From an optimization exercise on the open Yosys and OpenROAD flow, aimed at small area; shortcuts taken in it are not production practice.
Only simulation tests tie the RTL to the original design; equivalence was not proved.
No activity file was given, so power comes from the tool's default toggle rates. The clock port is modelled as an ideal driver; clocking choices that lean on that would not hold on a real chip.

==> flow/design.v <==
package ws2812_fade_source_pkg;
  typedef enum logic [1:0] {
    ST_GAP    = 2'd0,
    ST_SEND   = 2'd1,
    ST_TAIL   = 2'd2,
    ST_UPDATE = 2'd3
  } state_t;
  localparam int CH_G       = 0;
  localparam int CH_R       = 1;
  localparam int CH_B       = 2;
  localparam int CH_PER_LED = 3;
endpackage
module fade_step (
  input  logic [7:0] cur,
  input  logic [7:0] tgt,
  input  logic [7:0] random,
  input  logic       en,
  input  logic       fresh,
  output logic [7:0] cur_next,
  output logic [7:0] tgt_next
);
  logic       up, eq, step, load;
  logic [7:0] flip;
  assign up   = cur < tgt;
  assign eq   = cur == tgt;
  assign step = en && !eq;
  assign load = en && (eq || fresh);
  always_comb begin
    flip[0] = 1'b1;
    for (int i = 1; i < 8; i++) flip[i] = flip[i-1] && (cur[i-1] == up);
  end
  assign cur_next = fresh ? 8'h00 : (cur ^ (flip & {8{step}}));
  assign tgt_next = load ? random : tgt;
endmodule
module ws2812_fade_source #(
  parameter int LED_COUNT  = 16,
  parameter int FADE_DIV   = 4,
  parameter int GAP_CYCLES = 1000
) (
  input  logic       CLK,
  input  logic       RST,
  input  logic [7:0] random,
  input  logic       data_request,
  output logic       trigger,
  output logic [7:0] data,
  output logic       more_data
);
  localparam int NBYTES = ws2812_fade_source_pkg::CH_PER_LED * LED_COUNT;
  localparam int GRP    = 4;
  localparam int NGRP   = NBYTES / GRP;
  localparam int PW     = $clog2(GRP);
  localparam int CNT_W  = $clog2(((GAP_CYCLES > NBYTES) ? GAP_CYCLES : NBYTES) + 1);
  localparam int FDIV_W = (FADE_DIV > 1) ? $clog2(FADE_DIV) : 1;
  localparam logic [CNT_W-1:0]  GAP_LAST  = CNT_W'(GAP_CYCLES - 1);
  localparam logic [CNT_W-1:0]  IDX_LAST  = CNT_W'(NBYTES - 1);
  localparam logic [FDIV_W-1:0] FDIV_LAST = FDIV_W'(FADE_DIV - 1);
  localparam logic [PW-1:0]     PH_LAST   = PW'(GRP - 1);
  logic send, tail, upd;
  logic fresh;
  logic [CNT_W-1:0]  cnt;
  logic [FDIV_W-1:0] fdiv;
  logic [PW-1:0] ph;
  logic [PW-1:0] pp, pu;
  logic [PW-1:0] dsel_q;
  logic [7:0] cur [NBYTES];
  logic [7:0] tgt [NBYTES];
  logic [7:0] rnd_q [GRP-1];
  logic          gap, inc, last;
  logic          req_p, req_u;
  logic          rot, rot_upd;
  logic [PW-1:0] pp_next, pu_next, dsel, hsel;
  logic [7:0]    rnd_d;
  logic [7:0]    cur_in, tgt_in;
  function automatic logic ones_of(input logic [CNT_W-1:0] v, input logic [CNT_W-1:0] c);
    ones_of = ((v & c) == c);
  endfunction
  assign gap   = !(send || tail || upd);
  assign req_p = send && data_request;
  assign req_u = upd;
  assign inc   = gap || req_p || req_u;
  assign last  = gap ? ones_of(cnt, GAP_LAST) : ones_of(cnt, IDX_LAST);
  assign rot     = (ph == '0) && (pp != '0 || pu != '0 || req_p || req_u);
  assign rot_upd = (pp == '0) && (pu != '0 || req_u);
  assign pp_next = pp + PW'(req_p) - PW'(rot && !rot_upd);
  assign pu_next = pu + PW'(req_u) - PW'(rot && rot_upd);
  assign dsel  = upd ? pu : dsel_q;
  assign rnd_d = (dsel == '0) ? random : rnd_q[dsel - PW'(1)];
  fade_step u_fade_step (
    .cur      (cur[0]),
    .tgt      (tgt[0]),
    .random   (rnd_d),
    .en       (rot_upd),
    .fresh    (fresh),
    .cur_next (cur_in),
    .tgt_next (tgt_in)
  );
  always_ff @(posedge CLK or posedge RST) begin
    if (RST) begin
      send  <= 1'b0;
      tail  <= 1'b0;
      upd   <= 1'b0;
      fresh <= 1'b1;
      cnt   <= '0;
      fdiv  <= '0;
      ph    <= '0;
      pp    <= '0;
      pu    <= '0;
    end else begin
      if (inc) begin
        cnt <= last ? '0 : cnt + CNT_W'(1);
      end
      if (gap && last) begin
        send <= 1'b1;
      end
      if (req_p && last) begin
        send <= 1'b0;
        tail <= 1'b1;
      end
      if (tail && data_request) begin
        tail <= 1'b0;
        fdiv <= (fdiv == FDIV_LAST) ? '0 : fdiv + FDIV_W'(1);
        if (fdiv == FDIV_LAST) upd <= 1'b1;
      end
      if (upd && last) begin
        upd <= 1'b0;
      end
      if (rot && rot_upd && pu_next == '0 && (!upd || last)) begin
        fresh <= 1'b0;
      end
      ph <= rot ? '0 : ((ph == PH_LAST) ? '0 : ph + PW'(1));
      pp <= pp_next;
      pu <= pu_next;
    end
  end
  always_ff @(posedge CLK) begin
    dsel_q   <= dsel;
    rnd_q[0] <= random;
    for (int i = 1; i < GRP - 1; i++) rnd_q[i] <= rnd_q[i-1];
    for (int g = 0; g < NGRP; g++) begin
      for (int j = 0; j < GRP - 1; j++) begin
        cur[g*GRP+j] <= cur[g*GRP+j+1];
        tgt[g*GRP+j] <= tgt[g*GRP+j+1];
      end
      if (!rot) begin
        cur[g*GRP+GRP-1] <= cur[g*GRP];
        tgt[g*GRP+GRP-1] <= tgt[g*GRP];
      end else if (g == NGRP - 1) begin
        cur[g*GRP+GRP-1] <= cur_in;
        tgt[g*GRP+GRP-1] <= tgt_in;
      end else begin
        cur[g*GRP+GRP-1] <= cur[g*GRP+GRP];
        tgt[g*GRP+GRP-1] <= tgt[g*GRP+GRP];
      end
    end
  end
  assign hsel      = pp - ph;
  assign trigger   = send;
  assign more_data = send;
  assign data      = cur[hsel] & {8{send && !fresh}};
endmodule
make LEC_CHECK=0 CAP_MARGIN=20 CORE_MARGIN=2 CORE_UTILIZATION=65 CTS_BUF_LIST=sky130_fd_sc_hd__clkbuf_16 CTS_CLUSTER_DIAMETER=100 CTS_CLUSTER_SIZE=35 GPL_ROUTABILITY_DRIVEN=1 PLACE_DENSITY=0.75 SLEW_MARGIN=20 finish   # period 10.0 ns
run.sh (not shown) runs the stock make flow with config.mk's settings and CLKGATE_MAP_FILE= SYNTH_SCRIPT=/design/flow/synth_recipe.tcl, a recipe that flattens the netlist after the stock synthesis.
The first run ran to the end with no violations.
Rerun with:
--- a/flow/design.v
+++ b/flow/design.v
@@ -51,38 +51,39 @@
   localparam int PW     = $clog2(GRP);
   localparam int CNT_W  = $clog2(((GAP_CYCLES > NBYTES) ? GAP_CYCLES : NBYTES) + 1);
   localparam int FDIV_W = (FADE_DIV > 1) ? $clog2(FADE_DIV) : 1;
   localparam logic [CNT_W-1:0]  GAP_LAST  = CNT_W'(GAP_CYCLES - 1);
   localparam logic [CNT_W-1:0]  IDX_LAST  = CNT_W'(NBYTES - 1);
   localparam logic [FDIV_W-1:0] FDIV_LAST = FDIV_W'(FADE_DIV - 1);
-  localparam logic [PW-1:0]     PH_LAST   = PW'(GRP - 1);
   logic send, tail, upd;
   logic fresh;
   logic [CNT_W-1:0]  cnt;
   logic [FDIV_W-1:0] fdiv;
-  logic [PW-1:0] ph;
+  logic [GRP-1:0] ph;
   logic [PW-1:0] pp, pu;
   logic [PW-1:0] dsel_q;
   logic [7:0] cur [NBYTES];
   logic [7:0] tgt [NBYTES];
   logic [7:0] rnd_q [GRP-1];
   logic          gap, inc, last;
   logic          req_p, req_u;
-  logic          rot, rot_upd;
+  logic          due, rot, turn, rot_upd;
   logic [PW-1:0] pp_next, pu_next, dsel, hsel;
   logic [7:0]    rnd_d;
   logic [7:0]    cur_in, tgt_in;
   function automatic logic ones_of(input logic [CNT_W-1:0] v, input logic [CNT_W-1:0] c);
     ones_of = ((v & c) == c);
   endfunction
   assign gap   = !(send || tail || upd);
   assign req_p = send && data_request;
   assign req_u = upd;
   assign inc   = gap || req_p || req_u;
   assign last  = gap ? ones_of(cnt, GAP_LAST) : ones_of(cnt, IDX_LAST);
-  assign rot     = (ph == '0) && (pp != '0 || pu != '0 || req_p || req_u);
+  assign due     = pp != '0 || pu != '0 || req_p || req_u;
+  assign rot     = ph[0] && due;
+  assign turn    = (ph[GRP-1:1] != '0) || !due;
   assign rot_upd = (pp == '0) && (pu != '0 || req_u);
   assign pp_next = pp + PW'(req_p) - PW'(rot && !rot_upd);
   assign pu_next = pu + PW'(req_u) - PW'(rot && rot_upd);
   assign dsel  = upd ? pu : dsel_q;
   assign rnd_d = (dsel == '0) ? random : rnd_q[dsel - PW'(1)];
   fade_step u_fade_step (
@@ -99,13 +100,13 @@
       send  <= 1'b0;
       tail  <= 1'b0;
       upd   <= 1'b0;
       fresh <= 1'b1;
       cnt   <= '0;
       fdiv  <= '0;
-      ph    <= '0;
+      ph    <= GRP'(1);
       pp    <= '0;
       pu    <= '0;
     end else begin
       if (inc) begin
         cnt <= last ? '0 : cnt + CNT_W'(1);
       end
@@ -124,13 +125,13 @@
       if (upd && last) begin
         upd <= 1'b0;
       end
       if (rot && rot_upd && pu_next == '0 && (!upd || last)) begin
         fresh <= 1'b0;
       end
-      ph <= rot ? '0 : ((ph == PH_LAST) ? '0 : ph + PW'(1));
+      ph <= rot ? ph : {ph[GRP-2:0], ph[GRP-1]};
       pp <= pp_next;
       pu <= pu_next;
     end
   end
   always_ff @(posedge CLK) begin
     dsel_q   <= dsel;
@@ -138,23 +139,23 @@
     for (int i = 1; i < GRP - 1; i++) rnd_q[i] <= rnd_q[i-1];
     for (int g = 0; g < NGRP; g++) begin
       for (int j = 0; j < GRP - 1; j++) begin
         cur[g*GRP+j] <= cur[g*GRP+j+1];
         tgt[g*GRP+j] <= tgt[g*GRP+j+1];
       end
-      if (!rot) begin
-        cur[g*GRP+GRP-1] <= cur[g*GRP];
-        tgt[g*GRP+GRP-1] <= tgt[g*GRP];
-      end else if (g == NGRP - 1) begin
-        cur[g*GRP+GRP-1] <= cur_in;
-        tgt[g*GRP+GRP-1] <= tgt_in;
+      if (g == NGRP - 1) begin
+        cur[g*GRP+GRP-1] <= (cur[g*GRP] & {8{turn}}) | (cur_in & {8{rot}});
+        tgt[g*GRP+GRP-1] <= (tgt[g*GRP] & {8{turn}}) | (tgt_in & {8{rot}});
       end else begin
-        cur[g*GRP+GRP-1] <= cur[g*GRP+GRP];
-        tgt[g*GRP+GRP-1] <= tgt[g*GRP+GRP];
+        cur[g*GRP+GRP-1] <= (cur[g*GRP] & {8{turn}}) | (cur[g*GRP+GRP] & {8{rot}});
+        tgt[g*GRP+GRP-1] <= (tgt[g*GRP] & {8{turn}}) | (tgt[g*GRP+GRP] & {8{rot}});
       end
     end
   end
-  assign hsel      = pp - ph;
+  always_comb begin
+    hsel = '0;
+    for (int j = 0; j < GRP; j++) if (ph[j]) hsel = PW'((int'(pp) + GRP - j) % GRP);
+  end
   assign trigger   = send;
   assign more_data = send;
   assign data      = cur[hsel] & {8{send && !fresh}};
 endmodule
Outcome:
- first-iteration DRC count is lower by a few percent
- clock skew barely changes
- non-clock buffer count is unchanged
- global-route usage decreases by 0.19 points
- routed wire length came out higher slightly
- flip-flop and latch count went up by 2
- power went up by a quarter to a third
- via count falls by a few percent

==> static timing again, ports no longer ideal <==
The flow's constraints put no driver on any port. The routed layouts listed below were extracted and timed again, unchanged, in two steps.
Step 1 assumes that a clkbuf_16 drives the clock port and a buf_2 every other input.
Step 2 moves the port delays by t, midway between the first and last clock arrival at a register: inputs arrive t later, outputs are due t later. That takes back most of the time a late clock gives input paths.
Three values: no drivers, after step 1, after step 2; two values: the first two.
| run | t, ns | slack for setup (ns) | hold slack, ns |
|---|---|---|---|
| the first run | 0.623 | 4.828 / 4.775 / 4.994 | 0.307 / 0.307 / 0.307 |
| the second run | 0.619 | 4.575 / 4.523 / 5.142 | 0.330 / 0.330 / 0.330 |
After both steps setup and hold are still met in every run listed.
